Context: an optimization exercise on an open-source flow, tuned for small area and a short achievable clock period. The choices shown serve that exercise and are no tape-out recipe. Where RTL was checked, it was by simulation tests only, not by an equivalence proof against the original. No functional check of the RTL was part of run 1.

==> flow/config.mk <==
export PLATFORM = sky130hd
export DESIGN_NAME = xgmii_rx_top
export DESIGN_NICKNAME = xgmii_rx_top
export VERILOG_FILES = /design/flow/design.v
export SDC_FILE = /design/flow/constraint.sdc
export NUM_CORES = 4
export LEC_CHECK = 0
export CAP_MARGIN = 20
export CORE_MARGIN = 2
export CORE_UTILIZATION = 40
export SETUP_SLACK_MARGIN = 0.2
export SLEW_MARGIN = 20
export BUFFER_PORTS_ARGS = -buffer_cell sky130_fd_sc_hd__buf_2
export DONT_USE_CELLS = sky130_fd_sc_hd__xor3_1 sky130_fd_sc_hd__xor3_2 sky130_fd_sc_hd__xor3_4 sky130_fd_sc_hd__xnor3_1 sky130_fd_sc_hd__xnor3_2 sky130_fd_sc_hd__xnor3_4
==> flow/constraint.sdc <==
create_clock -name core_clock -period 9.0 [get_ports {clk}]
set_input_delay 1.8000 -clock core_clock [delete_from_list [all_inputs] [get_ports {clk}]]
set_output_delay 1.8000 -clock core_clock [all_outputs]
set_load 0.01 [all_outputs]
==> flow/design.v <==
`timescale 1ns/100ps
module xgmii_rx_top #(
    parameter int STAT_W = 32
) (
    input  logic              clk,
    input  logic              inv_aresetn,
    input  logic [63:0]       xgmii_d_i,
    input  logic [7:0]        xgmii_c_i,
    output logic [63:0]       tdata_o,
    output logic [7:0]        tkeep_o,
    output logic              tvalid_o,
    output logic              tlast_o,
    output logic              tuser_o,
    output logic [STAT_W-1:0] good_frames_o,
    output logic [STAT_W-1:0] bad_frames_o
);
    logic [7:0]  c;
    logic [63:0] d;
    logic        dat_in, term_in, early_in, err_in, tch_in;
    logic [2:0]  lane_in;
    logic [1:0]  sofp_in;
    logic [7:0]  first_ctl, eq_fd;
    logic [63:0] masked;
    assign c = xgmii_c_i;
    assign d = xgmii_d_i;
    assign dat_in = (c == 8'h00);
    assign term_in  = c[7] && ((~c[6:0] | c[7:1]) == 7'h7F);
    assign early_in = term_in && c[4];
    assign err_in   = !dat_in && !term_in;
    assign sofp_in[0] = ({d[27:0], c} == 36'h5_5555_FB01);
    assign sofp_in[1] = (d[63:28] == 36'hD_5555_5555);
    assign lane_in[2] = ~c[3];
    assign lane_in[1] = (~c[1] & c[3]) | ~c[5];
    assign lane_in[0] = (~c[0] & c[1]) | (~c[2] & c[3]) | (~c[4] & c[5]) | ~c[6];
    assign first_ctl = c & ~{c[6:0], 1'b0};
    always_comb begin
        for (int j = 0; j < 8; j++) begin
            eq_fd[j] = (d[8*j +: 8] == 8'hFD);
            masked[8*j +: 8] = d[8*j +: 8] & {8{~c[j]}};
        end
    end
    assign tch_in = |(first_ctl & eq_fd);
    logic [63:0] d1_q;       
    logic [2:0]  lane_q;     
    logic        tch_q;      
    logic [1:0]  sofp_q;     
    logic        nf_q;       
    logic        hp_q;       
    logic        fin_q;      
    logic        fin_hp_q;   
    logic        beat2_q;    
    logic        good2_q;    
    logic [31:0] crc_q;
    logic [7:1]  keep_q;     
    logic        sof;
    logic        frame;
    logic        late_q;
    logic        fin_beat;
    logic [31:0] crc_nxt;
    logic [31:0] resid;
    logic        crc_ok;
    logic [7:0]  keep_last;
    assign sof      = &sofp_q;
    assign frame    = hp_q || (nf_q && sof);
    assign late_q   = lane_q[2] && (lane_q[1:0] != 2'd0);
    assign fin_beat = late_q || fin_hp_q;
    wire x96 = crc_q[20] ^ d1_q[11];
    wire x97 = crc_q[18] ^ d1_q[13];
    wire x98 = crc_q[19] ^ d1_q[12];
    wire x99 = crc_q[28] ^ d1_q[3];
    wire x100 = crc_q[26] ^ d1_q[5];
    wire x101 = crc_q[27] ^ d1_q[4];
    wire x102 = crc_q[15] ^ d1_q[16];
    wire x103 = crc_q[25] ^ d1_q[6];
    wire x104 = crc_q[23] ^ d1_q[8];
    wire x105 = crc_q[24] ^ d1_q[7];
    wire x106 = crc_q[12] ^ d1_q[19];
    wire x107 = crc_q[22] ^ d1_q[9];
    wire x108 = crc_q[17] ^ d1_q[14];
    wire x109 = crc_q[21] ^ d1_q[10];
    wire x110 = crc_q[0] ^ d1_q[31];
    wire x111 = crc_q[16] ^ d1_q[15];
    wire x112 = crc_q[1] ^ d1_q[30];
    wire x113 = crc_q[30] ^ d1_q[1];
    wire x114 = crc_q[29] ^ d1_q[2];
    wire x115 = x97 ^ x99;
    wire x116 = crc_q[5] ^ d1_q[26];
    wire x117 = crc_q[10] ^ d1_q[21];
    wire x118 = crc_q[14] ^ d1_q[17];
    wire x119 = crc_q[13] ^ d1_q[18];
    wire x120 = crc_q[8] ^ d1_q[23];
    wire x121 = crc_q[7] ^ d1_q[24];
    wire x122 = crc_q[31] ^ d1_q[0];
    wire x123 = crc_q[6] ^ d1_q[25];
    wire x124 = crc_q[9] ^ d1_q[22];
    wire x125 = crc_q[11] ^ d1_q[20];
    wire x126 = d1_q[39] ^ x106;
    wire x127 = x96 ^ x98;
    wire x128 = crc_q[3] ^ d1_q[28];
    wire x129 = d1_q[32] ^ d1_q[54];
    wire x130 = crc_q[4] ^ d1_q[27];
    wire x131 = crc_q[2] ^ d1_q[29];
    wire x132 = x101 ^ x107;
    wire x133 = x102 ^ x103;
    wire x134 = x100 ^ x110;
    wire x135 = d1_q[36] ^ x105;
    wire x136 = d1_q[37] ^ x104;
    wire x137 = d1_q[55] ^ x112;
    wire x138 = d1_q[56] ^ x109;
    wire x139 = d1_q[47] ^ x115;
    wire x140 = d1_q[34] ^ d1_q[52];
    wire x141 = d1_q[35] ^ d1_q[38];
    wire x142 = d1_q[57] ^ x108;
    wire x143 = d1_q[44] ^ x111;
    wire x144 = d1_q[51] ^ x126;
    wire x145 = d1_q[50] ^ d1_q[62];
    wire x146 = d1_q[43] ^ d1_q[59];
    wire x147 = d1_q[42] ^ d1_q[58];
    wire x148 = d1_q[45] ^ d1_q[61];
    wire x149 = d1_q[48] ^ d1_q[60];
    wire x150 = x114 ^ x122;
    wire x151 = d1_q[63] ^ x116;
    wire x152 = d1_q[41] ^ x117;
    wire x153 = d1_q[40] ^ x125;
    wire x154 = x129 ^ x130;
    wire x155 = d1_q[46] ^ x128;
    wire x156 = x134 ^ x138;
    wire x157 = x124 ^ x127;
    wire x158 = x132 ^ x137;
    wire x159 = d1_q[33] ^ x118;
    wire x160 = x123 ^ x140;
    wire x161 = x113 ^ x120;
    wire x162 = x119 ^ x131;
    wire x163 = d1_q[53] ^ x121;
    wire x164 = d1_q[49] ^ x154;
    wire x165 = x133 ^ x141;
    wire x166 = d1_q[38] ^ x119;
    wire x167 = x135 ^ x150;
    wire x168 = d1_q[32] ^ x143;
    wire x169 = x142 ^ x145;
    wire x170 = x121 ^ x136;
    wire x171 = d1_q[34] ^ d1_q[50];
    wire x172 = x118 ^ x131;
    wire x173 = x96 ^ x99;
    wire x174 = d1_q[46] ^ x149;
    wire x175 = d1_q[61] ^ x105;
    wire x176 = x97 ^ x124;
    wire x177 = d1_q[35] ^ x101;
    wire x178 = x146 ^ x147;
    wire x179 = d1_q[62] ^ x120;
    wire x180 = d1_q[33] ^ x111;
    wire x181 = d1_q[53] ^ x127;
    wire x182 = d1_q[60] ^ x152;
    wire x183 = x151 ^ x162;
    wire x184 = d1_q[63] ^ x132;
    wire x185 = x123 ^ x155;
    wire x186 = x102 ^ x139;
    wire x187 = x100 ^ x144;
    wire x188 = d1_q[49] ^ x156;
    wire x189 = x113 ^ x165;
    wire x190 = d1_q[37] ^ d1_q[39];
    wire x191 = d1_q[41] ^ d1_q[43];
    wire x192 = d1_q[40] ^ d1_q[42];
    wire x193 = d1_q[51] ^ d1_q[59];
    wire x194 = x104 ^ x125;
    wire x195 = d1_q[44] ^ x117;
    wire x196 = d1_q[57] ^ x107;
    wire x197 = x98 ^ x110;
    wire x198 = x109 ^ x129;
    wire x199 = d1_q[45] ^ x114;
    wire x200 = x116 ^ x148;
    wire x201 = x114 ^ x130;
    wire x202 = x145 ^ x148;
    wire x203 = d1_q[58] ^ x112;
    wire x204 = x136 ^ x146;
    wire x205 = x108 ^ x161;
    wire x206 = x113 ^ x135;
    wire x207 = d1_q[55] ^ x152;
    wire x208 = x140 ^ x153;
    wire x209 = x128 ^ x160;
    wire x210 = x133 ^ x159;
    wire x211 = x98 ^ x176;
    wire x212 = x153 ^ x183;
    wire x213 = d1_q[56] ^ x157;
    wire x214 = x103 ^ x158;
    wire x215 = x157 ^ x201;
    wire x216 = d1_q[47] ^ x164;
    wire x217 = x182 ^ x189;
    wire x218 = d1_q[35] ^ d1_q[42];
    wire x219 = d1_q[57] ^ x122;
    wire x220 = d1_q[34] ^ x118;
    wire x221 = d1_q[54] ^ x104;
    wire x222 = d1_q[46] ^ x193;
    wire x223 = d1_q[39] ^ x117;
    wire x224 = d1_q[52] ^ x122;
    wire x225 = d1_q[40] ^ x123;
    wire x226 = d1_q[36] ^ x191;
    wire x227 = d1_q[45] ^ x96;
    wire x228 = x100 ^ x106;
    wire x229 = d1_q[39] ^ x149;
    wire x230 = d1_q[41] ^ x105;
    wire x231 = d1_q[37] ^ x147;
    wire x232 = x111 ^ x119;
    wire x233 = x116 ^ x190;
    wire x234 = d1_q[48] ^ x97;
    wire x235 = x141 ^ x180;
    wire x236 = d1_q[36] ^ x136;
    wire x237 = x173 ^ x199;
    wire x238 = x126 ^ x151;
    wire x239 = d1_q[59] ^ x153;
    wire x240 = x128 ^ x177;
    wire x241 = d1_q[33] ^ x178;
    wire x242 = d1_q[60] ^ x195;
    wire x243 = d1_q[56] ^ x197;
    wire x244 = x155 ^ x171;
    wire x245 = x142 ^ x163;
    wire x246 = x134 ^ x175;
    wire x247 = x135 ^ x174;
    wire x248 = x179 ^ x200;
    wire x249 = x172 ^ x177;
    wire x250 = d1_q[62] ^ x115;
    wire x251 = x163 ^ x220;
    wire x252 = x137 ^ x160;
    wire x253 = d1_q[48] ^ x154;
    wire x254 = d1_q[49] ^ x194;
    wire x255 = x133 ^ x180;
    wire x256 = x156 ^ x166;
    wire x257 = x143 ^ x208;
    wire x258 = x170 ^ x185;
    wire x259 = x138 ^ x206;
    wire x260 = x125 ^ x211;
    wire x261 = x124 ^ x237;
    wire x262 = x164 ^ x203;
    wire x263 = x167 ^ x223;
    wire x264 = x134 ^ x144;
    wire x265 = x139 ^ x170;
    wire x266 = x148 ^ x210;
    wire x267 = x158 ^ x173;
    wire x268 = x184 ^ x204;
    wire x269 = d1_q[58] ^ x181;
    wire x270 = x169 ^ x184;
    wire x271 = x168 ^ x245;
    wire x272 = x144 ^ x231;
    wire x273 = x159 ^ x167;
    wire x274 = x168 ^ x252;
    wire x275 = x185 ^ x224;
    wire x276 = x163 ^ x248;
    wire x277 = x187 ^ x216;
    wire x278 = x207 ^ x213;
    wire x279 = d1_q[34] ^ x186;
    wire x280 = d1_q[53] ^ x136;
    wire x281 = x150 ^ x196;
    wire x282 = x198 ^ x183;
    wire x283 = x235 ^ x280;
    wire x284 = x281 ^ x264;
    wire x285 = x282 ^ x283;
    wire x286 = x279 ^ x284;
    wire x287 = x285 ^ x286;
    wire x288 = d1_q[54] ^ x98;
    wire x289 = x112 ^ x151;
    wire x290 = x288 ^ x169;
    wire x291 = x249 ^ x289;
    wire x292 = x186 ^ x187;
    wire x293 = x259 ^ x275;
    wire x294 = x290 ^ x291;
    wire x295 = x292 ^ x293;
    wire x296 = x294 ^ x295;
    wire x297 = d1_q[33] ^ d1_q[55];
    wire x298 = d1_q[57] ^ x101;
    wire x299 = x103 ^ x297;
    wire x300 = x127 ^ x202;
    wire x301 = x298 ^ x299;
    wire x302 = x156 ^ x238;
    wire x303 = x300 ^ x301;
    wire x304 = x216 ^ x258;
    wire x305 = x302 ^ x303;
    wire x306 = x304 ^ x305;
    wire x307 = d1_q[44] ^ x123;
    wire x308 = x307 ^ x164;
    wire x309 = x247 ^ x256;
    wire x310 = x267 ^ x276;
    wire x311 = x308 ^ x309;
    wire x312 = x310 ^ x311;
    wire x313 = d1_q[63] ^ x101;
    wire x314 = x120 ^ x121;
    wire x315 = x146 ^ x149;
    wire x316 = x166 ^ x176;
    wire x317 = x219 ^ x313;
    wire x318 = x314 ^ x315;
    wire x319 = x316 ^ x317;
    wire x320 = x318 ^ x187;
    wire x321 = x266 ^ x274;
    wire x322 = x319 ^ x320;
    wire x323 = x321 ^ x322;
    wire x324 = d1_q[35] ^ x104;
    wire x325 = x120 ^ x132;
    wire x326 = x138 ^ x150;
    wire x327 = x178 ^ x324;
    wire x328 = x169 ^ x211;
    wire x329 = x238 ^ x242;
    wire x330 = x251 ^ x325;
    wire x331 = x326 ^ x327;
    wire x332 = x328 ^ x329;
    wire x333 = x330 ^ x331;
    wire x334 = x332 ^ x333;
    wire x335 = x102 ^ x160;
    wire x336 = x161 ^ x166;
    wire x337 = x175 ^ x196;
    wire x338 = x241 ^ x250;
    wire x339 = x254 ^ x335;
    wire x340 = x336 ^ x337;
    wire x341 = x338 ^ x339;
    wire x342 = x340 ^ x278;
    wire x343 = x341 ^ x342;
    wire x344 = x107 ^ x147;
    wire x345 = x229 ^ x344;
    wire x346 = x139 ^ x165;
    wire x347 = x246 ^ x251;
    wire x348 = x345 ^ x212;
    wire x349 = x346 ^ x347;
    wire x350 = x278 ^ x348;
    wire x351 = x349 ^ x350;
    wire x352 = d1_q[32] ^ d1_q[35];
    wire x353 = x110 ^ x118;
    wire x354 = x193 ^ x352;
    wire x355 = x115 ^ x179;
    wire x356 = x353 ^ x354;
    wire x357 = x181 ^ x182;
    wire x358 = x355 ^ x356;
    wire x359 = x212 ^ x214;
    wire x360 = x275 ^ x357;
    wire x361 = x358 ^ x359;
    wire x362 = x360 ^ x361;
    wire x363 = x99 ^ x102;
    wire x364 = x109 ^ x121;
    wire x365 = x172 ^ x202;
    wire x366 = x203 ^ x221;
    wire x367 = x363 ^ x364;
    wire x368 = x209 ^ x239;
    wire x369 = x365 ^ x366;
    wire x370 = x367 ^ x215;
    wire x371 = x264 ^ x368;
    wire x372 = x369 ^ x370;
    wire x373 = x371 ^ x372;
    wire x374 = d1_q[63] ^ x96;
    wire x375 = x122 ^ x171;
    wire x376 = x161 ^ x374;
    wire x377 = x375 ^ x240;
    wire x378 = x242 ^ x246;
    wire x379 = x376 ^ x262;
    wire x380 = x265 ^ x377;
    wire x381 = x378 ^ x379;
    wire x382 = x380 ^ x381;
    wire x383 = x112 ^ x179;
    wire x384 = x232 ^ x165;
    wire x385 = x247 ^ x383;
    wire x386 = x260 ^ x268;
    wire x387 = x384 ^ x385;
    wire x388 = x277 ^ x386;
    wire x389 = x387 ^ x388;
    wire x390 = x147 ^ x198;
    wire x391 = x222 ^ x234;
    wire x392 = x157 ^ x390;
    wire x393 = x391 ^ x263;
    wire x394 = x266 ^ x270;
    wire x395 = x392 ^ x393;
    wire x396 = x394 ^ x395;
    wire x397 = x194 ^ x196;
    wire x398 = x202 ^ x139;
    wire x399 = x168 ^ x397;
    wire x400 = x188 ^ x269;
    wire x401 = x398 ^ x399;
    wire x402 = x217 ^ x400;
    wire x403 = x401 ^ x402;
    wire x404 = x106 ^ x127;
    wire x405 = x142 ^ x150;
    wire x406 = x174 ^ x175;
    wire x407 = x158 ^ x204;
    wire x408 = x404 ^ x405;
    wire x409 = x406 ^ x188;
    wire x410 = x257 ^ x407;
    wire x411 = x408 ^ x409;
    wire x412 = x410 ^ x411;
    wire x413 = x108 ^ x149;
    wire x414 = x162 ^ x221;
    wire x415 = x227 ^ x413;
    wire x416 = x139 ^ x144;
    wire x417 = x241 ^ x414;
    wire x418 = x415 ^ x214;
    wire x419 = x259 ^ x416;
    wire x420 = x417 ^ x418;
    wire x421 = x419 ^ x420;
    wire x422 = d1_q[55] ^ d1_q[59];
    wire x423 = x422 ^ x143;
    wire x424 = x151 ^ x197;
    wire x425 = x230 ^ x210;
    wire x426 = x244 ^ x423;
    wire x427 = x424 ^ x272;
    wire x428 = x425 ^ x426;
    wire x429 = x427 ^ x428;
    wire x430 = x100 ^ x166;
    wire x431 = x225 ^ x226;
    wire x432 = x227 ^ x169;
    wire x433 = x255 ^ x430;
    wire x434 = x431 ^ x262;
    wire x435 = x432 ^ x433;
    wire x436 = x434 ^ x435;
    wire x437 = d1_q[61] ^ x192;
    wire x438 = x233 ^ x234;
    wire x439 = x437 ^ x249;
    wire x440 = x438 ^ x188;
    wire x441 = x271 ^ x439;
    wire x442 = x440 ^ x441;
    wire x443 = d1_q[38] ^ x108;
    wire x444 = x120 ^ x226;
    wire x445 = x229 ^ x443;
    wire x446 = x158 ^ x209;
    wire x447 = x243 ^ x444;
    wire x448 = x445 ^ x186;
    wire x449 = x446 ^ x447;
    wire x450 = x448 ^ x449;
    wire x451 = d1_q[54] ^ x131;
    wire x452 = x192 ^ x137;
    wire x453 = x222 ^ x451;
    wire x454 = x235 ^ x452;
    wire x455 = x453 ^ x215;
    wire x456 = x265 ^ x454;
    wire x457 = x455 ^ x456;
    wire x458 = x131 ^ x135;
    wire x459 = x152 ^ x198;
    wire x460 = x199 ^ x233;
    wire x461 = x205 ^ x244;
    wire x462 = x458 ^ x459;
    wire x463 = x460 ^ x269;
    wire x464 = x461 ^ x462;
    wire x465 = x463 ^ x464;
    wire x466 = x113 ^ x133;
    wire x467 = x143 ^ x209;
    wire x468 = x236 ^ x466;
    wire x469 = x212 ^ x261;
    wire x470 = x467 ^ x468;
    wire x471 = x277 ^ x469;
    wire x472 = x470 ^ x471;
    wire x473 = d1_q[43] ^ x172;
    wire x474 = x195 ^ x206;
    wire x475 = x253 ^ x473;
    wire x476 = x258 ^ x270;
    wire x477 = x474 ^ x475;
    wire x478 = x279 ^ x476;
    wire x479 = x477 ^ x478;
    wire x480 = d1_q[43] ^ x130;
    wire x481 = x218 ^ x155;
    wire x482 = x480 ^ x139;
    wire x483 = x167 ^ x243;
    wire x484 = x254 ^ x255;
    wire x485 = x481 ^ x276;
    wire x486 = x482 ^ x483;
    wire x487 = x484 ^ x485;
    wire x488 = x486 ^ x487;
    wire x489 = x103 ^ x218;
    wire x490 = x174 ^ x200;
    wire x491 = x228 ^ x230;
    wire x492 = x489 ^ x205;
    wire x493 = x490 ^ x491;
    wire x494 = x215 ^ x274;
    wire x495 = x492 ^ x493;
    wire x496 = x494 ^ x495;
    wire x497 = x126 ^ x225;
    wire x498 = x497 ^ x261;
    wire x499 = x268 ^ x271;
    wire x500 = x217 ^ x498;
    wire x501 = x499 ^ x500;
    wire x502 = x178 ^ x170;
    wire x503 = x205 ^ x250;
    wire x504 = x256 ^ x257;
    wire x505 = x263 ^ x502;
    wire x506 = x503 ^ x504;
    wire x507 = x505 ^ x506;
    wire x508 = d1_q[61] ^ x141;
    wire x509 = x191 ^ x142;
    wire x510 = x161 ^ x508;
    wire x511 = x509 ^ x510;
    wire x512 = x214 ^ x260;
    wire x513 = x272 ^ x273;
    wire x514 = x511 ^ x512;
    wire x515 = x513 ^ x514;
    wire x516 = x129 ^ x171;
    wire x517 = x192 ^ x115;
    wire x518 = x162 ^ x219;
    wire x519 = x228 ^ x516;
    wire x520 = x236 ^ x517;
    wire x521 = x518 ^ x519;
    wire x522 = x213 ^ x520;
    wire x523 = x521 ^ x217;
    wire x524 = x522 ^ x523;
    wire x525 = d1_q[34] ^ x190;
    wire x526 = x232 ^ x525;
    wire x527 = x181 ^ x207;
    wire x528 = x239 ^ x240;
    wire x529 = x526 ^ x188;
    wire x530 = x273 ^ x527;
    wire x531 = x528 ^ x529;
    wire x532 = x530 ^ x531;
    wire x533 = d1_q[36] ^ d1_q[58];
    wire x534 = x108 ^ x109;
    wire x535 = x533 ^ x126;
    wire x536 = x159 ^ x534;
    wire x537 = x208 ^ x253;
    wire x538 = x535 ^ x536;
    wire x539 = x189 ^ x267;
    wire x540 = x537 ^ x538;
    wire x541 = x539 ^ x540;
    assign crc_nxt[0] = x287;
    assign crc_nxt[1] = x296;
    assign crc_nxt[2] = x306;
    assign crc_nxt[3] = x312;
    assign crc_nxt[4] = x323;
    assign crc_nxt[5] = x334;
    assign crc_nxt[6] = x343;
    assign crc_nxt[7] = x351;
    assign crc_nxt[8] = x362;
    assign crc_nxt[9] = x373;
    assign crc_nxt[10] = x382;
    assign crc_nxt[11] = x389;
    assign crc_nxt[12] = x396;
    assign crc_nxt[13] = x403;
    assign crc_nxt[14] = x412;
    assign crc_nxt[15] = x421;
    assign crc_nxt[16] = x429;
    assign crc_nxt[17] = x436;
    assign crc_nxt[18] = x442;
    assign crc_nxt[19] = x450;
    assign crc_nxt[20] = x457;
    assign crc_nxt[21] = x465;
    assign crc_nxt[22] = x472;
    assign crc_nxt[23] = x479;
    assign crc_nxt[24] = x488;
    assign crc_nxt[25] = x496;
    assign crc_nxt[26] = x501;
    assign crc_nxt[27] = x507;
    assign crc_nxt[28] = x515;
    assign crc_nxt[29] = x524;
    assign crc_nxt[30] = x532;
    assign crc_nxt[31] = x541;
    always_comb begin
        case (lane_q)
            3'd0: resid = 32'h099C5421;
            3'd1: resid = 32'hC8721E29;
            3'd2: resid = 32'h91E9AE38;
            3'd3: resid = 32'h8AD76F98;
            3'd4: resid = 32'h6904BB59;
            3'd5: resid = 32'h8104C946;
            3'd6: resid = 32'h3A7ABC72;
            default: resid = 32'h4710BB9C;
        endcase
    end
    assign crc_ok = (crc_q == resid);
    always_comb begin
        case (lane_q)
            3'd0: keep_last = 8'h0F;
            3'd1: keep_last = 8'h1F;
            3'd2: keep_last = 8'h3F;
            3'd3: keep_last = 8'h7F;
            3'd4: keep_last = 8'hFF;
            3'd5: keep_last = 8'h01;
            3'd6: keep_last = 8'h03;
            default: keep_last = 8'h07;
        endcase
    end
    always_ff @(posedge clk) begin
        d1_q     <= masked;
        if (!fin_q) begin
            lane_q <= lane_in;
        end
        tch_q    <= tch_in;
        sofp_q   <= sofp_in;
        fin_hp_q <= hp_q;
        crc_q    <= sof ? 32'hFFFF_FFFF : crc_nxt;
        if (!((fin_q && !late_q) || beat2_q)) begin
            tdata_o <= d1_q;
        end
        keep_q   <= beat2_q ? keep_last[7:1] : 7'h7F;
    end
    assign tkeep_o = {keep_q, 1'b1};
    function automatic logic [STAT_W-1:0] toggles(logic [STAT_W-1:0] q, logic inc);
        logic [STAT_W-1:0] t;
        for (int g = 0; g < STAT_W / 4; g++) begin
            t[4*g] = inc && (&(q | ~({STAT_W{1'b1}} >> (STAT_W - 4*g))));
            for (int i = 1; i < 4; i++) begin
                t[4*g+i] = t[4*g+i-1] && q[4*g+i-1];
            end
        end
        toggles = t;
    endfunction
    logic [STAT_W-1:0] good_tgl, bad_tgl;
    assign good_tgl = toggles(good_frames_o, tvalid_o && tlast_o && tuser_o);
    assign bad_tgl  = toggles(bad_frames_o, tvalid_o && tlast_o && !tuser_o);
    always_ff @(posedge clk) begin
        tlast_o <= beat2_q || (hp_q && err_in);
        tuser_o <= good2_q && crc_ok;
    end
    always_ff @(posedge clk) begin
        if (inv_aresetn) begin
            nf_q          <= 1'b1;
            hp_q          <= 1'b0;
            fin_q         <= 1'b0;
            beat2_q       <= 1'b0;
            good2_q       <= 1'b0;
            tvalid_o      <= 1'b0;
            good_frames_o <= '0;
            bad_frames_o  <= '0;
        end else begin
            nf_q          <= !frame;
            hp_q          <= frame && dat_in;
            fin_q         <= frame && term_in;
            beat2_q       <= fin_q && fin_beat;
            good2_q       <= fin_q && fin_beat && tch_q;
            tvalid_o      <= beat2_q || (hp_q && !early_in);
            good_frames_o <= good_frames_o ^ good_tgl;
            bad_frames_o  <= bad_frames_o ^ bad_tgl;
        end
    end
endmodule
==> flow/flow/run.sh <==
#!/bin/bash
# Own layout flow: the standard ORFS flow (standard.sh), run in two
# parts with these changes:
# - plain sky130_fd_sc_hd__buf_2 cells as the port buffers;
# - extra don't-use cells (on top of the platform's list), which only steer
#   the choice of combinational cells; registers are unaffected:
#     synthesis: sky130_fd_sc_hd__xor3_1 sky130_fd_sc_hd__xor3_2 sky130_fd_sc_hd__xor3_4 sky130_fd_sc_hd__xnor3_1 sky130_fd_sc_hd__xnor3_2 sky130_fd_sc_hd__xnor3_4 sky130_fd_sc_hd__xnor2_2 sky130_fd_sc_hd__xnor2_4 sky130_fd_sc_hd__xor2_2 sky130_fd_sc_hd__xor2_4
#     placement to finish: sky130_fd_sc_hd__xor3_1 sky130_fd_sc_hd__xor3_2 sky130_fd_sc_hd__xor3_4 sky130_fd_sc_hd__xnor3_1 sky130_fd_sc_hd__xnor3_2 sky130_fd_sc_hd__xnor3_4
#   (synthesis maps the crc xor network to small two-input xor cells; the
#   later repair may still size a few of them up);
# - make settings: SETUP_SLACK_MARGIN=6.0 CTS_BUF_LIST=sky130_fd_sc_hd__clkbuf_16 CTS_CLUSTER_SIZE=25 CTS_CLUSTER_DIAMETER=100
#   SETUP_SLACK_MARGIN makes setup repair keep sizing and buffering until
#   paths are that far below the (unchanged) 9 ns clock period.
# Each part's full output goes to its own log in this folder.
set -euo pipefail
cd "$(dirname "$0")/.."
cp config.mk config.bench.mk
{
  echo "export BUFFER_PORTS_ARGS = -buffer_cell sky130_fd_sc_hd__buf_2"
  echo "export DONT_USE_CELLS = sky130_fd_sc_hd__xor3_1 sky130_fd_sc_hd__xor3_2 sky130_fd_sc_hd__xor3_4 sky130_fd_sc_hd__xnor3_1 sky130_fd_sc_hd__xnor3_2 sky130_fd_sc_hd__xnor3_4 sky130_fd_sc_hd__xnor2_2 sky130_fd_sc_hd__xnor2_4 sky130_fd_sc_hd__xor2_2 sky130_fd_sc_hd__xor2_4"
} > config.add.mk
cat config.bench.mk config.add.mk > config.mk
bash standard.sh SETUP_SLACK_MARGIN=6.0 CTS_BUF_LIST=sky130_fd_sc_hd__clkbuf_16 CTS_CLUSTER_SIZE=25 CTS_CLUSTER_DIAMETER=100 synth > standard_synth.log 2>&1
{
  echo "export BUFFER_PORTS_ARGS = -buffer_cell sky130_fd_sc_hd__buf_2"
  echo "export DONT_USE_CELLS = sky130_fd_sc_hd__xor3_1 sky130_fd_sc_hd__xor3_2 sky130_fd_sc_hd__xor3_4 sky130_fd_sc_hd__xnor3_1 sky130_fd_sc_hd__xnor3_2 sky130_fd_sc_hd__xnor3_4"
} > config.add.mk
cat config.bench.mk config.add.mk > config.mk
bash standard.sh SETUP_SLACK_MARGIN=6.0 CTS_BUF_LIST=sky130_fd_sc_hd__clkbuf_16 CTS_CLUSTER_SIZE=25 CTS_CLUSTER_DIAMETER=100 finish > standard.log 2>&1
==> flow/standard.sh <==
#!/bin/bash
# synth_recipe.tcl (not shown) runs the flow's synth.tcl, then flattens the netlist and writes it again
# the make line also repeats each setting of config.mk as NAME=value (left out here)
make -C /OpenROAD-flow-scripts/flow DESIGN_CONFIG=/design/flow/config.mk WORK_HOME=/design/flow/orfs CLKGATE_MAP_FILE= SYNTH_SCRIPT=/design/flow/synth_recipe.tcl "${@:-finish}"
==> results of run 1 <==
## Yosys cell counts (all sizes together) (2+ instances only)
library cell and count:
o32a 2, o21ai 19, nor4bb 2, a21oi 9
and4b 3, nor4 6, xnor2 425, edfxtp 67
ha 48, or2 3, xor2 47, and4 5
o31ai 4, o211ai 2, a31oi 8, nand4 25
nand2b 7, o311ai 4, nand3 17, clkbuf 43
nand2 61, dfxtp 179, and2 4, nor2b 116
nand3b 3, inv 15, nor3b 2, nor2 47
a22oi 2, nor3 18, a21o 3, or4 3
buf 4, o22ai 6
## flip-flops by register name, indices dropped and copies added (netlist names), 2 cells and up
| register | flops |
|---|---|
| d1_q | 64 |
| tdata_o | 64 |
| bad_frames_o | 32 |
| crc_q | 32 |
| good_frames_o | 32 |
| keep_q | 7 |
| lane_q | 3 |
| sofp_q | 2 |
## timing repair
action | 4_1_cts | 5_1_grt
setup endpoints to repair | 38 | 17
cloned | 1 | 0
hold endpoints to repair | 0 | 0
resized for setup | 2 | 9
setup buffers | 1 | 0
pin swaps | 1 | 0
## logic make-up after synthesis
group | synth area share, %
compound gates | 3.13
xor+xnor | 32.4
fa+ha+maj | 4.71
buf+inv | 1.90
flops | 43.9
mux | 0.0785
other cells | 0.0294
simple gates | 13.8
## cell type report
| class | count | area [µm²] |
|---|---|---|
| Sequential cell | 246 | 5600 |
| Multi-Input combinational cell | 910 | 7000 |
| Timing Repair Buffer | 231 | 1210 |
| Tap cell | 402 | 503 |
| Clock buffer | 14 | 350 |
| Clock inverter | 7 | 31.3 |
| Antenna cell | 1 | 2.50 |
| Fill cell | 2951 | 16700 |
| Inverter | 16 | 60.1 |
## how the worst max path moves through the flow
stage | start | slack, ns | to
5_1_grt | crc_q[8]$_SDFF_PP1_ | 6.00 | crc_q[5]$_SDFF_PP1_
3_3_place_gp | xgmii_c_i[4] | 5.67 | tch_q$_DFF_P_
2_1_floorplan | xgmii_d_i[40] | 6.07 | tch_q$_DFF_P_
4_1_cts | crc_q[27]$_SDFF_PP1_ | 6.00 | crc_q[8]$_SDFF_PP1_
3_5_place_dp | xgmii_c_i[4] | 5.60 | tch_q$_DFF_P_
6_report | crc_q[13]$_SDFF_PP1_ | 5.96 | crc_q[6]$_SDFF_PP1_
## metal layers
layer / GRT usage [%] / vias to the layer above / share of wire, %
li1: - / 4396 / -
met1: 30.8 / 4416 / 42
met2: 38.9 / 373 / 46
met3: 5.01 / 85 / 7.8
met4: 8.61 / 2 / 3.8
met5: 0 / - / 0.018
## stage by stage
step / setup slack, ns / cell area (µm²) / hold WS [ns]
floorplan: 6.07 / 12800 / 0.364
global placement: 5.67 / 14300 / 0.386
detailed placement: 5.60 / 14300 / 0.386
CTS: 6.00 / 14700 / 0.377
global route: 6.00 / 14700 / 0.397
finish: 5.96 / 14700 / 0.387
==> reports/results.ini, run 1 <==
[status]
outcome = complete, no violations

[job]
maxCapViolations = 0

[synthesis]
synth_seq_area_share_pct = 43.9
synth.net_count = 1340
synthArstFlopShare_pct = 0
syn_avg_cell_area_um2 = 10.5
netlist_top_cells_area = xnor2_1 29%, dfxtp_1 28%, edfxtp_1 16%, nor2b_1 5.7%, ha_1 4.7%
synth_area_mm2 = 0.0127
synthCells = 1218
ys.warnings.count = 1
synth_top_area_share_pct = 29.2
synth_area_leader_cell = xnor2_1
ys_types = 46
ys.flop_type = dfxtp_1
ys_ff_latch = 246
synth_edf_count = 67

[worst_setup_path]
slowest_delay_ns = 0.77
crit_family = XOR/XNOR gates
crit_chain = xnor2_1 > xnor2_1 > xnor2_1 > xnor2_1 > xnor2_1 > xnor2_1 > a21o_1
cp_slowest_cell = xnor2_1
worst-path-buf-inv = 0
cp.depth = 7
reg2reg_depth = 7
cpMostUsedCell = xnor2_1
arrival_ns = 3.45
path_max_fanout = 4
start_kind = flip-flop
r2r-end = crc_q[6]$_SDFF_PP1_
worstPathRequired_ns = 9.40
critical_path_class = flip-flop to flip-flop
endpoint_kind = flip-flop
r2r-start = crc_q[13]$_SDFF_PP1_
regToRegSetupSlack_ns = 5.96

[global_routing]
grt_max_degree = 68
gr-total-overflow = 0
grt_pass1_wl_mm = 58.6
grt_antenna_before_repair = 1
track_usage_pct = 23.7
grt_pass1_vias = 9264

[timing]
drv_slew = 0
fmax_mhz = 329
timing.final.crit_share_pct = 33.8
min_period_ns = 3.04
hold_violations = 0
worstMarginPinSlew_ns = 0.989
setup_tns_ns = 0
setup-violations-final = 0
rsz0062_at_grt = yes
finClkSkew_ns = 0.0210
maxSlewHeadroom_pct = 33.6

[clock_network]
clk_latency_ns = 0.50
hold_buffers = 0
htreeDepth = 1
cts_tree = done
cts-root-buf = clkbuf_16
clock-sinks = 246
cts_buffers = 13
clk_path_buf_depth = 3
clk_pin_slew_ns = 0.10

[finish]
layout_common_cells = 415 x xnor2_1, 211 x buf_2, 179 x dfxtp_1
area.growth.synth_to_final_pct = 15.7
fin_nets = 1540
drive_gt1_share_pct = 18.4
utilization_pct = 46.9
final_common_cell = xnor2_1
finalNonFillerCells = 1827

[floorplanning]
start_util_pct = 40.5
ios = 213
rows = 65
dieArea_mm2 = 0.0333
die_h_um = 183
coreArea_mm2 = 0.0315
die-width_um = 183

[placed_design]
portBuffers = 211
gpl.final_weighted_congestion = 1.01
dpl.hpwl_mm = 32.1
dp_cells = 1803

[worst_hold_path]
hold_depth = 0
hold_start = hp_q$_SDFF_PP0_
hold_path.class = flip-flop to flip-flop
hold_end = fin_hp_q$_DFF_P_

[routing]
drc_errors = 0
postRouteAntennaNets = 0
num_vias = 9272
wl_per_cell_um = 21.6
drt_wl_total_mm = 39.5
drt_iter0_drc = 695
drtPass1Iterations = 5
vias_per_cell = 5.07

==> run 2, diff against run 1 <==
--- a/flow/design.v
+++ b/flow/design.v
@@ -18,7 +18,7 @@
     logic [63:0] d;
     logic        dat_in, term_in, early_in, err_in, tch_in;
     logic [2:0]  lane_in;
-    logic [1:0]  sofp_in;
+    logic [3:0]  sofp_in;
     logic [7:0]  first_ctl, eq_fd;
     logic [63:0] masked;
     assign c = xgmii_c_i;
@@ -27,8 +27,10 @@
     assign term_in  = c[7] && ((~c[6:0] | c[7:1]) == 7'h7F);
     assign early_in = term_in && c[4];
     assign err_in   = !dat_in && !term_in;
-    assign sofp_in[0] = ({d[27:0], c} == 36'h5_5555_FB01);
-    assign sofp_in[1] = (d[63:28] == 36'hD_5555_5555);
+    assign sofp_in[0] = ({d[7:0], c} == 16'hFB01);
+    assign sofp_in[1] = (d[23:8]  == 16'h5555);
+    assign sofp_in[2] = (d[39:24] == 16'h5555);
+    assign sofp_in[3] = (d[63:40] == 24'hD5_5555);
     assign lane_in[2] = ~c[3];
     assign lane_in[1] = (~c[1] & c[3]) | ~c[5];
     assign lane_in[0] = (~c[0] & c[1]) | (~c[2] & c[3]) | (~c[4] & c[5]) | ~c[6];
@@ -43,11 +45,12 @@
     logic [63:0] d1_q;       
     logic [2:0]  lane_q;     
     logic        tch_q;      
-    logic [1:0]  sofp_q;     
+    logic [3:0]  sofp_q;     
     logic        nf_q;       
     logic        hp_q;       
     logic        fin_q;      
     logic        fin_hp_q;   
+    logic [2:0]  lane2_q;    
     logic        beat2_q;    
     logic        good2_q;    
     logic [31:0] crc_q;
@@ -543,7 +546,7 @@
     assign crc_nxt[30] = x532;
     assign crc_nxt[31] = x541;
     always_comb begin
-        case (lane_q)
+        case (lane2_q)
             3'd0: resid = 32'h099C5421;
             3'd1: resid = 32'hC8721E29;
             3'd2: resid = 32'h91E9AE38;
@@ -556,7 +559,7 @@
     end
     assign crc_ok = (crc_q == resid);
     always_comb begin
-        case (lane_q)
+        case (lane2_q)
             3'd0: keep_last = 8'h0F;
             3'd1: keep_last = 8'h1F;
             3'd2: keep_last = 8'h3F;
@@ -569,12 +572,11 @@
     end
     always_ff @(posedge clk) begin
         d1_q     <= masked;
-        if (!fin_q) begin
-            lane_q <= lane_in;
-        end
+        lane_q   <= lane_in;
         tch_q    <= tch_in;
         sofp_q   <= sofp_in;
         fin_hp_q <= hp_q;
+        lane2_q  <= lane_q;
         crc_q    <= sof ? 32'hFFFF_FFFF : crc_nxt;
         if (!((fin_q && !late_q) || beat2_q)) begin
             tdata_o <= d1_q;
--- a/flow/flow/run.sh
+++ b/flow/flow/run.sh
@@ -27,3 +27,4 @@
 } > config.add.mk
 cat config.bench.mk config.add.mk > config.mk
 bash standard.sh SETUP_SLACK_MARGIN=6.0 CTS_BUF_LIST=sky130_fd_sc_hd__clkbuf_16 CTS_CLUSTER_SIZE=25 CTS_CLUSTER_DIAMETER=100 finish > standard.log 2>&1
+cp config.bench.mk config.mk
==> flow/config.mk (replaced) <==
export PLATFORM = sky130hd
export DESIGN_NAME = xgmii_rx_top
export DESIGN_NICKNAME = xgmii_rx_top
export VERILOG_FILES = /design/flow/design.v
export SDC_FILE = /design/flow/constraint.sdc
export NUM_CORES = 4
export LEC_CHECK = 0
export CAP_MARGIN = 20
export CORE_MARGIN = 2
export CORE_UTILIZATION = 40
export SETUP_SLACK_MARGIN = 0.2
export SLEW_MARGIN = 20
==> reports/results.ini, run 2 <==
[status]
outcome = complete, no violations  ; unchanged

[routing]
postRouteAntennaNets = 0  ; unchanged
drt_iter0_drc = 783  ; was 695
drtPass1Iterations = 5  ; unchanged
drt_wl_total_mm = 38.8  ; was 39.5 mm
wl_per_cell_um = 21.0  ; was 21.6 µm
drc_errors = 0  ; unchanged
vias_per_cell = 5.03  ; was 5.07
num_vias = 9286  ; was 9272

[timing]
timing.final.crit_share_pct = 32.6  ; was 33.8%
maxSlewHeadroom_pct = 32.5  ; was 33.6%
finClkSkew_ns = 0.0213  ; was 0.0210 ns
worstMarginPinSlew_ns = 1.01  ; was 0.989 ns
hold_violations = 0  ; unchanged
rsz0062_at_grt = no  ; was yes
fmax_mhz = 341  ; was 329 MHz
setup-violations-final = 0  ; unchanged
worst_slack_ns = 6.07  ; was 5.96 ns
drv_slew = 0  ; unchanged
min_period_ns = 2.93  ; was 3.04 ns
setup_tns_ns = 0  ; unchanged

[global_routing]
gr-total-overflow = 0  ; unchanged
grt_pass1_vias = 8974  ; was 9264
grt_pass1_wl_mm = 56.9  ; was 58.6 mm
grt_max_degree = 68  ; unchanged
track_usage_pct = 22.8  ; was 23.7%
grt_antenna_before_repair = 2  ; was 1

[floorplanning]
die-width_um = 183  ; about the same
ios = 213  ; unchanged
die_h_um = 183  ; about the same
rows = 65  ; unchanged
coreArea_mm2 = 0.0316  ; was 0.0315 mm²
dieArea_mm2 = 0.0335  ; was 0.0333 mm²
start_util_pct = 40.6  ; was 40.5%

[worst_hold_path]
hold_path.class = flip-flop to flip-flop  ; unchanged

[clock_network]
clk_path_buf_depth = 3  ; unchanged
cts_buffers = 14  ; was 13
cts-root-buf = clkbuf_16  ; unchanged
clock-sinks = 251  ; was 246
clk_latency_ns = 0.51  ; was 0.50 ns
post_cts_buffers = 0  ; was 1
htreeDepth = 1  ; unchanged
clk_pin_slew_ns = 0.10  ; about the same
cts_tree = done  ; unchanged

[synthesis]
synth_top_area_share_pct = 29.2  ; about the same
synth_edf_count = 64  ; was 67
ys_types = 48  ; was 46
ys.warnings.count = 1  ; unchanged
ys.flop_type = dfxtp_1  ; unchanged
synth.most_common_cell = xnor2_1  ; unchanged
synth_area_mm2 = 0.0128  ; was 0.0127 mm²
netlist_top_cells_area = dfxtp_1 29%, xnor2_1 28%, edfxtp_1 15%, nor2b_1 5.9%, ha_1 4.7%  ; was xnor2_1 29%, dfxtp_1 28%, edfxtp_1 16%, nor2b_1 5.7%, ha_1 4.7%
synth.net_count = 1354  ; was 1340
syn_avg_cell_area_um2 = 10.4  ; was 10.5 µm²
synthCells = 1232  ; was 1218
synthArstFlopShare_pct = 0  ; unchanged
yosys-top-cells-count = 409 x xnor2_1, 187 x dfxtp_1, 120 x nor2b_1, 67 x nand2_1, 64 x edfxtp_1  ; was 425 x xnor2_1, 179 x dfxtp_1, 116 x nor2b_1, 67 x edfxtp_1, 61 x nand2_1
synth_area_leader_cell = dfxtp_1  ; was xnor2_1
ys_ff_latch = 251  ; was 246
synth_seq_area_share_pct = 44.2  ; was 43.9%

[worst_setup_path]
arrival_ns = 3.33  ; was 3.45 ns
critical_path_class = flip-flop to flip-flop  ; unchanged
start_kind = flip-flop  ; unchanged
worstPathRequired_ns = 9.40  ; about the same
endpoint_kind = flip-flop  ; unchanged
path_max_fanout = 5  ; was 4

[finish]
final_common_cell = xnor2_1  ; unchanged
finalInstanceArea_mm2 = 0.0149  ; was 0.0147 mm²
layout_common_cells = 398 x xnor2_1, 211 x buf_2, 186 x dfxtp_1  ; was 415 x xnor2_1, 211 x buf_2, 179 x dfxtp_1
drive_gt1_share_pct = 18.6  ; was 18.4%
fin_nets = 1557  ; was 1540
fill_cells = 3079  ; was 2951
area.growth.synth_to_final_pct = 16.1  ; was 15.7%
multi_input_area_mm2 = 0.00703  ; was 0.00700 mm²
reg_top3 = d1_q x64, tdata_o x64  ; unchanged
utilization_pct = 47.2  ; was 46.9%
regArea_mm2 = 0.00567  ; was 0.00560 mm²

[placed_design]
dpl.hpwl_mm = 31.4  ; was 32.1 mm
preCtsSetupSlack_ns = 5.78  ; was 5.60 ns
place_area_mm2 = 0.0144  ; was 0.0143 mm²
portBuffers = 211  ; unchanged
gpl.final_weighted_congestion = 1.03  ; was 1.01

[job]
maxCapViolations = 0  ; unchanged

[run 2: changes by cell type in the layout (fill, tap and decap cells not counted), moves of 4 or more]
cell,before,now
nor2b_1,116,120
nor3_1,18,14
nand2_1,61,67
xor2_1,47,55
inv_1,21,25
dfxtp_1,179,186
nor4_1,6,12
o21ai_0,19,23
a21oi_1,9,15
xnor2_1,415,398
[run 2: per-layer routing]
layer	global-route usage (%)	routed length [µm]	up-vias
li1	-	-	4447
met4	8.54	1410	0
met5	0	0	-
met3	3.08	2450	66
met1	32.3	17600	4444
met2	35.6	17400	329
[run 2: cell families (layout without fill, tap and decap cells)]
| kind of cell | after synthesis | in the layout | share of synthesized area [%] |
|---|---|---|---|
| muxes | 1 | 1 | 0.0781 |
| and+or+nand+nor | 331 | 331 | 13.8 |
| AOI/OAI and AO/OA | 76 | 76 | 3.75 |
| other | 1 | 3 | 0.0292 |
| xor gates and xnor gates | 464 | 464 | 31.7 |
| adders and majority gates | 48 | 48 | 4.68 |
| DFF | 251 | 251 | 44.2 |
| buffers and inverters | 60 | 271 | 1.79 |
[run 2: cell type report]
| class | count | share of cell area [%] |
|---|---|---|
| clock inverter | 9 | 0.345 |
| multi-input combinational | 921 | 47.2 |
| tap | 402 | 3.38 |
| sequential | 251 | 38.1 |
| antenna | 2 | 0.0336 |
| timing repair buffer | 228 | 7.95 |
| clock buffer | 15 | 2.52 |
| inverter | 19 | 0.479 |
[run 2: critical path, cell delays in order (launching register included)]
cell and delay, ns:
dfxtp_1 0.42, xnor2_1 0.80, xnor2_1 0.27, xnor2_1 0.38, xor2_1 0.13, xnor2_1 0.41, xnor2_1 0.19, xnor2_1 0.14
nand2_1 0.07
[run 2: path summary, 6_finish.rpt]
kind	cells after the start	to	from	slack (ns)
worst max-delay path	8	crc_q[24]$_SDFF_PP1_	d1_q[61]$_DFF_P_	6.07
worst min-delay path	0	fin_hp_q$_DFF_P_	hp_q$_SDFF_PP0_	0.39
worst min register to register	0	fin_hp_q$_DFF_P_	hp_q$_SDFF_PP0_	0.39
worst max register to register	8	crc_q[24]$_SDFF_PP1_	d1_q[61]$_DFF_P_	6.07
[run 2: repair_timing]
item | CTS | global route
pin swaps | 0 | 0
gates resized for setup | 1 | 12
endpoints found under the setup margin | 1 | 15
hold buffers | 0 | 0
[run 2: stage by stage]
step                cells  hold WS (ns)
finish               1847         0.392
global route         1847         0.405
CTS                  1845         0.396
detailed placement   1821         0.377
global placement     1821         0.375
floorplan            1232         0.325
==> run 3, diff against run 2 <==
--- a/flow/flow/run.sh
+++ b/flow/flow/run.sh
@@ -8,7 +8,7 @@
 #     placement to finish: sky130_fd_sc_hd__xor3_1 sky130_fd_sc_hd__xor3_2 sky130_fd_sc_hd__xor3_4 sky130_fd_sc_hd__xnor3_1 sky130_fd_sc_hd__xnor3_2 sky130_fd_sc_hd__xnor3_4
 #   (synthesis maps the crc xor network to small two-input xor cells; the
 #   later repair may still size a few of them up);
-# - make settings: SETUP_SLACK_MARGIN=6.0 CTS_BUF_LIST=sky130_fd_sc_hd__clkbuf_16 CTS_CLUSTER_SIZE=25 CTS_CLUSTER_DIAMETER=100
+# - make settings: SETUP_SLACK_MARGIN=6.2 CTS_BUF_LIST=sky130_fd_sc_hd__clkbuf_16 CTS_CLUSTER_SIZE=25 CTS_CLUSTER_DIAMETER=100
 #   SETUP_SLACK_MARGIN makes setup repair keep sizing and buffering until
 #   paths are that far below the (unchanged) 9 ns clock period.
 # Each part's full output goes to its own log in this folder.
@@ -20,11 +20,11 @@
   echo "export DONT_USE_CELLS = sky130_fd_sc_hd__xor3_1 sky130_fd_sc_hd__xor3_2 sky130_fd_sc_hd__xor3_4 sky130_fd_sc_hd__xnor3_1 sky130_fd_sc_hd__xnor3_2 sky130_fd_sc_hd__xnor3_4 sky130_fd_sc_hd__xnor2_2 sky130_fd_sc_hd__xnor2_4 sky130_fd_sc_hd__xor2_2 sky130_fd_sc_hd__xor2_4"
 } > config.add.mk
 cat config.bench.mk config.add.mk > config.mk
-bash standard.sh SETUP_SLACK_MARGIN=6.0 CTS_BUF_LIST=sky130_fd_sc_hd__clkbuf_16 CTS_CLUSTER_SIZE=25 CTS_CLUSTER_DIAMETER=100 synth > standard_synth.log 2>&1
+bash standard.sh SETUP_SLACK_MARGIN=6.2 CTS_BUF_LIST=sky130_fd_sc_hd__clkbuf_16 CTS_CLUSTER_SIZE=25 CTS_CLUSTER_DIAMETER=100 synth > standard_synth.log 2>&1
 {
   echo "export BUFFER_PORTS_ARGS = -buffer_cell sky130_fd_sc_hd__buf_2"
   echo "export DONT_USE_CELLS = sky130_fd_sc_hd__xor3_1 sky130_fd_sc_hd__xor3_2 sky130_fd_sc_hd__xor3_4 sky130_fd_sc_hd__xnor3_1 sky130_fd_sc_hd__xnor3_2 sky130_fd_sc_hd__xnor3_4"
 } > config.add.mk
 cat config.bench.mk config.add.mk > config.mk
-bash standard.sh SETUP_SLACK_MARGIN=6.0 CTS_BUF_LIST=sky130_fd_sc_hd__clkbuf_16 CTS_CLUSTER_SIZE=25 CTS_CLUSTER_DIAMETER=100 finish > standard.log 2>&1
+bash standard.sh SETUP_SLACK_MARGIN=6.2 CTS_BUF_LIST=sky130_fd_sc_hd__clkbuf_16 CTS_CLUSTER_SIZE=25 CTS_CLUSTER_DIAMETER=100 finish > standard.log 2>&1
 cp config.bench.mk config.mk
==> reports/results.ini, run 3 <==
[status]
outcome = complete, no violations  ; unchanged

[synthesis]
synth_top_area_share_pct = 29.2  ; unchanged
synthArstFlopShare_pct = 0  ; unchanged
yosys-top-cells-count = 409 x xnor2_1, 187 x dfxtp_1, 120 x nor2b_1, 67 x nand2_1, 64 x edfxtp_1  ; unchanged
synth.most_common_cell = xnor2_1  ; unchanged
ys.warnings.count = 1  ; unchanged
synth_area_leader_cell = dfxtp_1  ; unchanged
ys_types = 48  ; unchanged
synth_area_mm2 = 0.0128  ; unchanged
synth_seq_area_share_pct = 44.2  ; unchanged
ys_ff_latch = 251  ; unchanged
netlist_top_cells_area = dfxtp_1 29%, xnor2_1 28%, edfxtp_1 15%, nor2b_1 5.9%, ha_1 4.7%  ; unchanged
ys.flop_type = dfxtp_1  ; unchanged
synthCells = 1232  ; unchanged
syn_avg_cell_area_um2 = 10.4  ; unchanged
synth.net_count = 1354  ; unchanged
synth_edf_count = 64  ; unchanged

[timing]
drv_slew = 0  ; unchanged
maxSlewHeadroom_pct = 41.6  ; was 32.5%
min_period_ns = 2.95  ; was 2.93 ns
setup-violations-final = 0  ; unchanged
rsz0062_at_grt = yes  ; was no
hold_violations = 0  ; unchanged
setup_tns_ns = 0  ; unchanged
worstMarginPinSlew_ns = 0.875  ; was 1.01 ns
fmax_mhz = 339  ; was 341 MHz
timing.final.crit_share_pct = 32.8  ; was 32.6%
finClkSkew_ns = 0.00975  ; was 0.0213 ns

[finish]
layout_common_cells = 369 x xnor2_1, 164 x buf_2, 120 x nor2b_1  ; was 398 x xnor2_1, 211 x buf_2, 186 x dfxtp_1
fin_nets = 1605  ; was 1557
final_common_cell = xnor2_1  ; unchanged
reg_top3 = d1_q x64, tdata_o x64  ; unchanged
finalNonFillerCells = 1894  ; was 1847
drive_gt1_share_pct = 28.0  ; was 18.6%
area.growth.synth_to_final_pct = 24.0  ; was 16.1%

[worst_setup_path]
crit_family = flip-flops  ; was XOR/XNOR gates
cp_slowest_cell = edfxtp_1  ; was xnor2_1
worst-path-buf-inv = 1  ; was 0
arrival_ns = 1.15  ; was 3.33 ns
endpoint_kind = output port  ; was flip-flop
start_kind = flip-flop  ; unchanged
worstPathRequired_ns = 7.20  ; was 9.40 ns
slowest_delay_ns = 0.47  ; was 0.80 ns
critical_path_class = flip-flop to output port  ; was flip-flop to flip-flop
crit_chain = buf_2  ; was xnor2_1 > xnor2_1 > xnor2_1 > xor2_1 > xnor2_1 > xnor2_1 > xnor2_1 > nand2_1
path_max_fanout = 1  ; was 5

[global_routing]
grt_max_degree = 68  ; unchanged
grt_pass1_wl_mm = 59.6  ; was 56.9 mm
gr-total-overflow = 0  ; unchanged
grt_antenna_before_repair = 2  ; unchanged
grt_pass1_vias = 9386  ; was 8974
track_usage_pct = 23.9  ; was 22.8%

[floorplanning]
dieArea_mm2 = 0.0335  ; unchanged
ios = 213  ; unchanged
start_util_pct = 40.6  ; unchanged
die_h_um = 183  ; unchanged
die-width_um = 183  ; unchanged
rows = 65  ; unchanged
coreArea_mm2 = 0.0316  ; unchanged

[clock_network]
cts_tree = done  ; unchanged
clk_path_buf_depth = 3  ; unchanged
htreeDepth = 1  ; unchanged
clk_pin_slew_ns = 0.10  ; about the same
clock-sinks = 251  ; unchanged
cts-root-buf = clkbuf_16  ; unchanged
cts_buffers = 14  ; unchanged
clk_latency_ns = 0.50  ; was 0.51 ns

[routing]
drt_wl_total_mm = 40.4  ; was 38.8 mm
drc_errors = 0  ; unchanged
drtPass1Iterations = 5  ; unchanged
wl_per_cell_um = 21.3  ; was 21.0 µm
num_vias = 9598  ; was 9286
drt_iter0_drc = 849  ; was 783
postRouteAntennaNets = 0  ; unchanged
vias_per_cell = 5.07  ; was 5.03

[placed_design]
portBuffers = 211  ; unchanged
gpl.final_weighted_congestion = 1.06  ; was 1.03
dp_cells = 1821  ; unchanged
dpl.hpwl_mm = 31.8  ; was 31.4 mm

[job]
maxCapViolations = 0  ; unchanged

[worst_hold_path]
hold_path.class = flip-flop to flip-flop  ; unchanged

## run 3: repair_timing
action | in CTS | in global routing
setup buffers | 31 | 17
setup endpoints to repair | 147 | 149
hold buffers | 0 | 0
gates resized for setup | 101 | 70
pin swaps | 0 | 0
hold endpoints to repair | 0 | 0
## run 3: layer usage
metal	global-route usage, %	vias up	part of all wire, %
met5	0	-	0.030
met3	3.42	83	7.4
met2	37.7	366	45
met1	33.8	4590	44
met4	8.00	2	3.6
li1	-	4557	-
## run 3: worst paths after layout
| kind | from | end | slack, ns | cells past startpoint |
|---|---|---|---|---|
| worst max-delay path | tdata_o[30]$_DFFE_PN_ | tdata_o[30] | 6.05 | 1 |
| worst max register to register | crc_q[4]$_SDFF_PP1_ | crc_q[11]$_SDFF_PP1_ | 6.25 | 9 |
| worst min-delay path | lane_q[0]$_DFF_P_ | lane2_q[0]$_DFF_P_ | 0.36 | 0 |
| worst min register to register | lane_q[0]$_DFF_P_ | lane2_q[0]$_DFF_P_ | 0.36 | 0 |
## run 3: worst reg2reg max path: stages (launching register included)
cell and delay, ns:
dfxtp_1 0.56, xnor2_1 0.13, buf_4 0.18, xnor2_1 0.17, xnor2_2 0.36, xor2_1 0.43
xor2_1 0.35, xor2_1 0.21, xor2_1 0.19, nand2_1 0.07
## run 3: stage by stage
| stage | hold WS, ns | util (%) | instance area [µm²] | setup slack (ns) |
|---|---|---|---|---|
| after floorplan | 0.325 | - | 12800 | 6.25 |
| after global placement | 0.340 | 45.5 | 14400 | 5.59 |
| after detailed placement | 0.351 | 45.5 | 14400 | 5.77 |
| after CTS | 0.360 | 48.6 | 15300 | 6.04 |
| after global routing | 0.384 | 50.4 | 15900 | 6.03 |
| final | 0.358 | 50.4 | 15900 | 6.05 |
## run 3: final cells by class
| cell class | instances | area (µm²) |
|---|---|---|
| fill | 2945 | 15700 |
| clock inverter | 9 | 53.8 |
| clock buffer | 15 | 375 |
| timing repair buffer | 276 | 1840 |
| inverter | 19 | 75.1 |
| multi-input combinational | 921 | 7290 |
| tap | 402 | 503 |
| antenna | 1 | 2.50 |
| sequential | 251 | 5760 |
## run 3: kinds of logic after synthesis
| kind of cell | synth area share, % |
|---|---|
| mux | 0.0781 |
| other cells | 0.0292 |
| simple gates | 13.8 |
| fa+ha+maj | 4.68 |
| xor+xnor | 31.7 |
| compound gates | 3.75 |
| buf+inv | 1.79 |
| flops | 44.2 |
==> run 4, diff against run 3 <==
--- a/flow/flow/run.sh
+++ b/flow/flow/run.sh
@@ -8,7 +8,7 @@
 #     placement to finish: sky130_fd_sc_hd__xor3_1 sky130_fd_sc_hd__xor3_2 sky130_fd_sc_hd__xor3_4 sky130_fd_sc_hd__xnor3_1 sky130_fd_sc_hd__xnor3_2 sky130_fd_sc_hd__xnor3_4
 #   (synthesis maps the crc xor network to small two-input xor cells; the
 #   later repair may still size a few of them up);
-# - make settings: SETUP_SLACK_MARGIN=6.2 CTS_BUF_LIST=sky130_fd_sc_hd__clkbuf_16 CTS_CLUSTER_SIZE=25 CTS_CLUSTER_DIAMETER=100
+# - make settings: SETUP_SLACK_MARGIN=6.1 CTS_BUF_LIST=sky130_fd_sc_hd__clkbuf_16 CTS_CLUSTER_SIZE=30 CTS_CLUSTER_DIAMETER=100
 #   SETUP_SLACK_MARGIN makes setup repair keep sizing and buffering until
 #   paths are that far below the (unchanged) 9 ns clock period.
 # Each part's full output goes to its own log in this folder.
@@ -20,11 +20,11 @@
   echo "export DONT_USE_CELLS = sky130_fd_sc_hd__xor3_1 sky130_fd_sc_hd__xor3_2 sky130_fd_sc_hd__xor3_4 sky130_fd_sc_hd__xnor3_1 sky130_fd_sc_hd__xnor3_2 sky130_fd_sc_hd__xnor3_4 sky130_fd_sc_hd__xnor2_2 sky130_fd_sc_hd__xnor2_4 sky130_fd_sc_hd__xor2_2 sky130_fd_sc_hd__xor2_4"
 } > config.add.mk
 cat config.bench.mk config.add.mk > config.mk
-bash standard.sh SETUP_SLACK_MARGIN=6.2 CTS_BUF_LIST=sky130_fd_sc_hd__clkbuf_16 CTS_CLUSTER_SIZE=25 CTS_CLUSTER_DIAMETER=100 synth > standard_synth.log 2>&1
+bash standard.sh SETUP_SLACK_MARGIN=6.1 CTS_BUF_LIST=sky130_fd_sc_hd__clkbuf_16 CTS_CLUSTER_SIZE=30 CTS_CLUSTER_DIAMETER=100 synth > standard_synth.log 2>&1
 {
   echo "export BUFFER_PORTS_ARGS = -buffer_cell sky130_fd_sc_hd__buf_2"
   echo "export DONT_USE_CELLS = sky130_fd_sc_hd__xor3_1 sky130_fd_sc_hd__xor3_2 sky130_fd_sc_hd__xor3_4 sky130_fd_sc_hd__xnor3_1 sky130_fd_sc_hd__xnor3_2 sky130_fd_sc_hd__xnor3_4"
 } > config.add.mk
 cat config.bench.mk config.add.mk > config.mk
-bash standard.sh SETUP_SLACK_MARGIN=6.2 CTS_BUF_LIST=sky130_fd_sc_hd__clkbuf_16 CTS_CLUSTER_SIZE=25 CTS_CLUSTER_DIAMETER=100 finish > standard.log 2>&1
+bash standard.sh SETUP_SLACK_MARGIN=6.1 CTS_BUF_LIST=sky130_fd_sc_hd__clkbuf_16 CTS_CLUSTER_SIZE=30 CTS_CLUSTER_DIAMETER=100 finish > standard.log 2>&1
 cp config.bench.mk config.mk
==> reports/results.ini, run 4 <==
[worst_setup_path]
worst-path-buf-inv = 1  ; unchanged
crit_family = flip-flops  ; unchanged
start_kind = flip-flop  ; unchanged
reg2reg_depth = 8  ; was 9
slowest_delay_ns = 0.43  ; was 0.47 ns
critical_path_class = flip-flop to output port  ; unchanged
arrival_ns = 1.11  ; was 1.15 ns
cp_slowest_cell = edfxtp_1  ; unchanged
endpoint_kind = output port  ; unchanged
r2r-start = crc_q[0]$_SDFF_PP1_  ; was crc_q[4]$_SDFF_PP1_
regToRegSetupSlack_ns = 6.23  ; was 6.25 ns

[timing]
min_period_ns = 2.91  ; was 2.95 ns
rsz0062_at_grt = yes  ; unchanged
timing.final.crit_share_pct = 32.3  ; was 32.8%
hold_violations = 0  ; unchanged
fmax_mhz = 344  ; was 339 MHz
worstMarginPinSlew_ns = 0.883  ; was 0.875 ns
setup_tns_ns = 0  ; unchanged
drv_slew = 0  ; unchanged
finClkSkew_ns = 0.0166  ; was 0.00975 ns

[finish]
fin_nets = 1556  ; was 1605
multi_input_area_mm2 = 0.00712  ; was 0.00729 mm²
finalNonFillerCells = 1846  ; was 1894
finalInstanceArea_mm2 = 0.0150  ; was 0.0159 mm²
area.growth.synth_to_final_pct = 17.1  ; was 24.0%
fill_cells = 3058  ; was 2945
layout_common_cells = 387 x xnor2_1, 209 x buf_2, 152 x dfxtp_1  ; was 369 x xnor2_1, 164 x buf_2, 120 x nor2b_1
utilization_pct = 47.6  ; was 50.4%

[clock_network]
cts-root-buf = clkbuf_16  ; unchanged
cts_tree = done  ; unchanged
clock-sinks = 251  ; unchanged
htreeDepth = 1  ; unchanged
post_cts_buffers = 0  ; was 31
clk_latency_ns = 0.51  ; was 0.50 ns
cts_buffers = 13  ; was 14

[worst_hold_path]
hold_end = fin_hp_q$_DFF_P_  ; was lane2_q[0]$_DFF_P_
hold_path.class = flip-flop to flip-flop  ; unchanged
hold_start = hp_q$_SDFF_PP0_  ; was lane_q[0]$_DFF_P_

[routing]
postRouteAntennaNets = 0  ; unchanged
drc_errors = 0  ; unchanged
drtPass1Iterations = 4  ; was 5
drt_wl_total_mm = 38.9  ; was 40.4 mm
vias_per_cell = 5.06  ; was 5.07
drt_iter0_drc = 729  ; was 849

[floorplanning]
die_h_um = 183  ; unchanged
rows = 65  ; unchanged
ios = 213  ; unchanged
start_util_pct = 40.6  ; unchanged
coreArea_mm2 = 0.0316  ; unchanged
die-width_um = 183  ; unchanged

[synthesis]
synth.most_common_cell = xnor2_1  ; unchanged
netlist_top_cells_area = dfxtp_1 29%, xnor2_1 28%, edfxtp_1 15%, nor2b_1 5.9%, ha_1 4.7%  ; unchanged
ys_ff_latch = 251  ; unchanged
ys_types = 48  ; unchanged
synth_area_mm2 = 0.0128  ; unchanged
synth_edf_count = 64  ; unchanged
yosys-top-cells-count = 409 x xnor2_1, 187 x dfxtp_1, 120 x nor2b_1, 67 x nand2_1, 64 x edfxtp_1  ; unchanged
synthArstFlopShare_pct = 0  ; unchanged
synth_seq_area_share_pct = 44.2  ; unchanged
synth_top_area_share_pct = 29.2  ; unchanged
syn_avg_cell_area_um2 = 10.4  ; unchanged
ys.flop_type = dfxtp_1  ; unchanged

[placed_design]
place_area_mm2 = 0.0144  ; about the same
portBuffers = 211  ; unchanged

[global_routing]
grt_pass1_vias = 8945  ; was 9386
track_usage_pct = 22.8  ; was 23.9%
gr-total-overflow = 0  ; unchanged
grt_pass1_wl_mm = 56.9  ; was 59.6 mm

[status]
outcome = complete, no violations  ; unchanged

## run 4: worst max path at each step
stage                               start       endpoint  slack [ns]  cells past startpoint
floorplan                   xgmii_d_i[57]  tch_q$_DFF_P_        6.15                      4
global placement            xgmii_d_i[57]  tch_q$_DFF_P_        5.77                      5
detailed placement          xgmii_d_i[57]  tch_q$_DFF_P_        5.78                      5
CTS                       tuser_o$_DFF_P_        tuser_o        6.06                      1
global route        tdata_o[30]$_DFFE_PN_    tdata_o[30]        6.06                      1
finish              tdata_o[29]$_DFFE_PN_    tdata_o[29]        6.09                      1
## run 4: repair_timing
item / 4_1_cts / 5_1_grt
resized for setup: 9 / 54
setup endpoints to repair: 14 / 69
hold buffers: 0 / 0
hold endpoints to repair: 0 / 0
pin swaps: 0 / 0
## run 4: final cells by class
type / count / share of cell area (%)
multi-input combinational: 921 / 47.4
sequential: 251 / 38.0
timing repair buffer: 228 / 7.96
tap: 402 / 3.35
clock buffer: 13 / 2.17
clock inverter: 9 / 0.558
inverter: 19 / 0.475
antenna: 3 / 0.0500
## run 4: routing by layer
metal / routed length (µm) / global-route usage (%) / share of wire, % / vias to the layer above
met3: 2530 / 2.82 / 6.5 / 69
met1: 17600 / 32.4 / 45 / 4486
met4: 1380 / 8.03 / 3.5 / 0
li1: - / - / - / 4444
met5: 0 / 0 / 0 / -
met2: 17400 / 35.9 / 45 / 333
## run 4: metrics by stage
stage	setup slack, ns	hold WS, ns
global route	6.06	0.402
floorplan	6.15	0.325
detailed placement	5.78	0.377
CTS	6.06	0.401
global placement	5.77	0.375
finish	6.09	0.398
## run 4: cell families after synthesis
| family | Yosys count | synth area share (%) |
|---|---|---|
| AO/OA/AOI/OAI | 76 | 3.75 |
| XOR/XNOR | 464 | 31.7 |
| adder cells (fa/ha/maj) | 48 | 4.68 |
| buffers and inverters | 60 | 1.79 |
| flip-flops | 251 | 44.2 |
| multiplexers | 1 | 0.0781 |
| other | 1 | 0.0292 |
| AND/OR/NAND/NOR | 331 | 13.8 |
## run 4: worst register-to-register path, cell delays in order (launching register included)
cell and delay [ns]:
dfxtp_1 0.60, xnor2_1 0.31, xnor2_1 0.48, xnor2_1 0.18, xnor2_1 0.47, xor2_1 0.22, xnor2_1 0.16, xnor2_1 0.16
nand2_1 0.08

## what the ideal ports hide
Ports are ideal in the flow. The routed layouts listed here were re-timed in OpenROAD. Step 1 (the two cells are an assumption about what drives the block):
set clk [get_ports {clk}]
set_driving_cell -lib_cell sky130_fd_sc_hd__clkbuf_16 $clk
set_driving_cell -lib_cell sky130_fd_sc_hd__buf_2 [delete_from_list [all_inputs] $clk]
Step 2, shift: input delay + t, output delay - t, t = (earliest + latest rising clock arrival at the registers) / 2. This alone moves slack from input paths to output paths. Three values: no drivers, after step 1, after step 2; two values: the first two.
| run | t, ns | slack for setup (ns) | worst setup path after step 2 | clock arrival spread, ns | worst data-port slew with drivers (ns) |
|---|---|---|---|---|---|
| run 1 | 0.536 | 5.959 / 5.959 / 5.563 | input to register | 0.021 / 0.021 | 0.06 |
| run 2 | 0.548 | 6.069 / 6.052 / 5.770 | input to register | 0.022 / 0.022 | 0.06 |
| run 3 | 0.556 | 6.049 / 5.993 / 5.916 | input to register | 0.011 / 0.010 | 0.07 |
| run 4 | 0.559 | 6.091 / 6.039 / 5.791 | input to register | 0.019 / 0.019 | 0.06 |
After both steps setup and hold are still met in every run listed. The setup slack of run 1, which loses most, moves by 0.000 ns with the drivers and by -0.396 ns with both steps.
